This design comes from an exercise in tuning for small area on the open sky130 flow, not from production work. The RTL was checked by simulation tests, not by an equivalence proof against the original design.

==> module fir_decim_top, before the edit <==
module fir_decim_top(
    input  wire logic                                       clk,
    input  wire logic                                       reset,
    input  wire logic                                       sample_in_rdy,
    input  wire logic signed [fir_decim_pkg::SAMPLE_W-1:0] sample_in_l,
    input  wire logic signed [fir_decim_pkg::SAMPLE_W-1:0] sample_in_r,
    output logic                                            sample_out_rdy,
    output logic      signed [fir_decim_pkg::SAMPLE_W-1:0] sample_out_l,
    output logic      signed [fir_decim_pkg::SAMPLE_W-1:0] sample_out_r,
    output logic                                            overrun,
    output logic                                            init_done
);
    localparam int SW  = fir_decim_pkg::SAMPLE_W;
    localparam int SLW = fir_decim_pkg::SEL_W;
    localparam int AW  = 36;    
    localparam int WIN = 40;    
    localparam int HW  = AW - fir_decim_pkg::OUT_SHIFT;    
    logic [5:0] cnt, cnt_d;      
    logic [2:0] pidx, pidx_d;    
    logic       win, win_d;      
    logic       init_d;
    logic       acc_valid;
    logic       is_wait, accept, win_last, done;
    assign is_wait  = init_done && (cnt == '0);
    assign accept   = is_wait && sample_in_rdy;
    assign win_last = win && (cnt == 6'd1);
    always_comb begin
        cnt_d  = cnt;
        pidx_d = pidx;
        win_d  = win;
        if (accept) begin
            pidx_d = pidx + 1'b1;
            cnt_d  = (pidx == 3'd7) ? 6'(WIN) : 6'd1;
            win_d  = (pidx == 3'd7);
        end else if (cnt != '0) begin
            cnt_d = cnt - 1'b1;
            if (cnt == 6'd1) win_d = 1'b0;
        end
        init_d = init_done || (cnt == 6'd1);
    end
    always_ff @(posedge clk or posedge reset) begin
        if (reset) begin
            cnt       <= 6'd34;
            pidx      <= '0;
            win       <= 1'b0;
            acc_valid <= 1'b0;
            overrun   <= 1'b0;
            init_done <= 1'b0;
        end else begin
            cnt       <= cnt_d;
            pidx      <= pidx_d;
            win       <= win_d;
            init_done <= init_d;
            acc_valid <= win_last;
            overrun   <= sample_in_rdy && !is_wait;
        end
    end
    localparam int QD = 4;
    logic [2*SW-1:0] q [QD];
    logic [QD-1:0]   qv;           
    logic [QD-1:0]   qmv;          
    logic [2*SW-1:0] xr;
    logic [2:0]      xc, xc_d;     
    logic [2:0]      xp, xp_d;     
    logic            ext, ext_d;   
    logic            late, late_d; 
    logic            x_free, x_load, q_push, rebase, tap32;
    assign x_free = (xc <= 3'd1) && !ext && !(xc == 3'd1 && xp == 3'd7);
    assign x_load = x_free && (qv[QD-1] || (accept && qv == '0));
    assign q_push = accept && !(x_load && !qv[QD-1]);
    logic [QD-1:0] qlv;
    always_comb begin
        qlv[QD-1] = x_load && qv[QD-1];
        qmv[QD-1] = qv[QD-2] && (!qv[QD-1] || qlv[QD-1]);
        for (int i = QD - 2; i >= 1; i--) begin
            qlv[i] = qmv[i+1];
            qmv[i] = qv[i-1] && (!qv[i] || qlv[i]);
        end
        qlv[0] = qmv[1];
        qmv[0] = q_push;
    end
    assign tap32 = ext && late && (jh == 2'd3);
    always_comb begin
        xc_d   = x_load ? 3'd4 : (xc != '0) ? xc - 1'b1 : xc;
        xp_d   = x_load ? xp + 1'b1 : xp;
        ext_d  = (xc == 3'd1 && xp == 3'd7) || (ext && !tap32);
        late_d = !x_load && (late || done);
    end
    assign rebase = done;
    always_ff @(posedge clk or posedge reset) begin
        if (reset) begin
            qv <= '0;
            xc <= '0;
            xp <= 3'd7;
            ext  <= 1'b0;
            late <= 1'b0;
        end else begin
            qv <= qmv | (qv & ~qlv);
            xc <= xc_d;
            xp <= xp_d;
            ext  <= ext_d;
            late <= late_d;
        end
    end
    always_ff @(posedge clk) begin
        if (q_push) q[0][2*SW-1:HW] <= sample_in_l[SW-1:HW-SW];
        if (q_push || done) q[0][HW-1:0] <= done ? sum_l[AW-1:AW-HW] : {sample_in_l[HW-SW-1:0], sample_in_r};
        if (qmv[1]) q[1][2*SW-1:HW] <= q[0][2*SW-1:HW];
        if (qmv[1] || done) q[1][HW-1:0] <= done ? sum_r[AW-1:AW-HW] : q[0][HW-1:0];
        for (int i = 2; i < QD - 1; i++) begin
            if (qmv[i]) q[i] <= q[i-1];
        end
        if (qmv[QD-1] || x_load && xp == 3'd6) q[QD-1] <= qmv[QD-1] ? q[QD-2] : xr;
        if (x_load) xr <= qv[QD-1] ? q[QD-1] : {sample_in_l, sample_in_r};
    end
    logic [1:0] jh, jh_d;
    assign jh_d = rebase ? jh : jh + 1'b1;
    always_ff @(posedge clk or posedge reset) begin
        if (reset) begin
            jh <= '0;
        end else begin
            jh <= jh_d;
        end
    end
    assign done = (xc != '0) && (xp == 3'd7) && (jh == 2'd0) && !late;
    logic [SLW-1:0] sel;
    logic           tap_on_d;
    logic [2:0]     tap_j_d;
    assign tap_on_d = (xc_d != '0) || (ext_d && late_d && jh_d == 2'd3);
    assign tap_j_d  = {1'b0, jh_d} + {2'b0, late_d};
    always_ff @(posedge clk) begin
        sel <= tap_on_d ? fir_decim_pkg::fir_coef_sel({tap_j_d, ~xp_d}) : '0;
    end
    logic [AW-1:0]   ring_l [4];
    logic [AW-1:0]   ring_r [4];
    logic [AW-1:0]   sum_l, sum_r, rst_l, rst_r;
    logic [2*SW-1:0] y6;
    assign y6 = q[QD-1];
    logic            clr, clr_y6;
    assign rst_l = clr_y6 ? {{(AW-SW-1){y6[2*SW-1]}}, y6[2*SW-1:SW], 1'b0} : '0;
    assign rst_r = clr_y6 ? {{(AW-SW-1){y6[SW-1]}},   y6[SW-1:0],    1'b0} : '0;
    dsp_mac u_mac_l (.acc(ring_l[0]), .x(xr[2*SW-1:SW]), .sel(sel), .sum(sum_l));
    dsp_mac u_mac_r (.acc(ring_r[0]), .x(xr[SW-1:0]),    .sel(sel), .sum(sum_r));
    always_ff @(posedge clk) begin
        clr       <= !init_done || done;
        clr_y6    <= done;
        ring_l[0] <= ring_l[1];
        ring_r[0] <= ring_r[1];
        ring_l[1] <= ring_l[2];
        ring_r[1] <= ring_r[2];
        ring_l[2] <= clr ? rst_l : ring_l[3];
        ring_r[2] <= clr ? rst_r : ring_r[3];
        ring_l[3] <= sum_l;
        ring_r[3] <= sum_r;
    end
    function automatic logic [SW-1:0] sat(input logic [HW-1:0] s);
        if (s[HW-1:SW-1] == '0 || s[HW-1:SW-1] == '1) begin
            sat = s[SW-1:0];
        end else begin
            sat = {s[HW-1], {(SW-1){!s[HW-1]}}};
        end
    endfunction
    logic [HW-1:0] hold_l, hold_r;
    assign hold_l = q[0][HW-1:0];
    assign hold_r = q[1][HW-1:0];
    always_ff @(posedge clk or posedge reset) begin
        if (reset) begin
            sample_out_rdy <= 1'b0;
            sample_out_l   <= '0;
            sample_out_r   <= '0;
        end else begin
            sample_out_rdy <= acc_valid;
            sample_out_l   <= acc_valid ? sat(hold_l) : '0;
            sample_out_r   <= acc_valid ? sat(hold_r) : '0;
        end
    end
endmodule
clock: 10.0 ns
lec_check: 0
cap_margin: 20
core_margin: 2
core_utilization: 40
cts_buf_list: sky130_fd_sc_hd__clkbuf_16
cts_cluster_diameter: 100
cts_cluster_size: 28
slew_margin: 20
synth_hierarchical: 1
synth_minimum_keep_size: 0
run.sh (not shown) runs the stock make flow with config.mk's settings and CLKGATE_MAP_FILE= SYNTH_SCRIPT=/design/flow/synth_recipe.tcl, a recipe that flattens the netlist after the stock synthesis.
Rerun with:
--- a/flow/design.v
+++ b/flow/design.v
@@ -566,9 +566,8 @@
     localparam int SW  = fir_decim_pkg::SAMPLE_W;
     localparam int SLW = fir_decim_pkg::SEL_W;
     localparam int AW  = 36;    
     localparam int WIN = 40;    
-    localparam int HW  = AW - fir_decim_pkg::OUT_SHIFT;    
     logic [5:0] cnt, cnt_d;      
     logic [2:0] pidx, pidx_d;    
     logic       win, win_d;      
     logic       init_d;
@@ -655,13 +654,10 @@
             late <= late_d;
         end
     end
     always_ff @(posedge clk) begin
-        if (q_push) q[0][2*SW-1:HW] <= sample_in_l[SW-1:HW-SW];
-        if (q_push || done) q[0][HW-1:0] <= done ? sum_l[AW-1:AW-HW] : {sample_in_l[HW-SW-1:0], sample_in_r};
-        if (qmv[1]) q[1][2*SW-1:HW] <= q[0][2*SW-1:HW];
-        if (qmv[1] || done) q[1][HW-1:0] <= done ? sum_r[AW-1:AW-HW] : q[0][HW-1:0];
-        for (int i = 2; i < QD - 1; i++) begin
+        if (q_push) q[0] <= {sample_in_l, sample_in_r};
+        for (int i = 1; i < QD - 1; i++) begin
             if (qmv[i]) q[i] <= q[i-1];
         end
         if (qmv[QD-1] || x_load && xp == 3'd6) q[QD-1] <= qmv[QD-1] ? q[QD-2] : xr;
         if (x_load) xr <= qv[QD-1] ? q[QD-1] : {sample_in_l, sample_in_r};
@@ -705,18 +701,23 @@
         ring_r[2] <= clr ? rst_r : ring_r[3];
         ring_l[3] <= sum_l;
         ring_r[3] <= sum_r;
     end
+    localparam int HW = AW - fir_decim_pkg::OUT_SHIFT;    
     function automatic logic [SW-1:0] sat(input logic [HW-1:0] s);
         if (s[HW-1:SW-1] == '0 || s[HW-1:SW-1] == '1) begin
             sat = s[SW-1:0];
         end else begin
             sat = {s[HW-1], {(SW-1){!s[HW-1]}}};
         end
     endfunction
     logic [HW-1:0] hold_l, hold_r;
-    assign hold_l = q[0][HW-1:0];
-    assign hold_r = q[1][HW-1:0];
+    always_ff @(posedge clk) begin
+        if (done) begin
+            hold_l <= sum_l[AW-1:AW-HW];
+            hold_r <= sum_r[AW-1:AW-HW];
+        end
+    end
     always_ff @(posedge clk or posedge reset) begin
         if (reset) begin
             sample_out_rdy <= 1'b0;
             sample_out_l   <= '0;
=> Core utilization hardly moves; count of clock-buffer cells in the layout rose by 4; final area rose by a few percent; via count fell by a few percent; setup slack is better by 0.20 ns; wire length fell by roughly a tenth; die area rose slightly.

==> afterwards: timing with drivers on the ports <==
No port has a modelled driver above. Below, the same layouts with a new extraction and two added sets of constraints. Step 1: set_driving_cell puts a clkbuf_16 on clk and a buf_2 on each other input, an assumption about the parent block. Step 2 moves the port delays by t, midway between the first and last clock arrival at a register: inputs arrive t later, outputs are due t later. That takes back most of the time a late clock gives input paths. Three values: no drivers, after step 1, after step 2; two values: the first two.
run	shift t [ns]	setup slack, ns	worst setup path after step 2
the first run	0.684	0.339 / 0.339 / 0.339	register to register
the second run	0.671	0.539 / 0.539 / 0.539	register to register
After both steps every run listed still meets setup and hold.
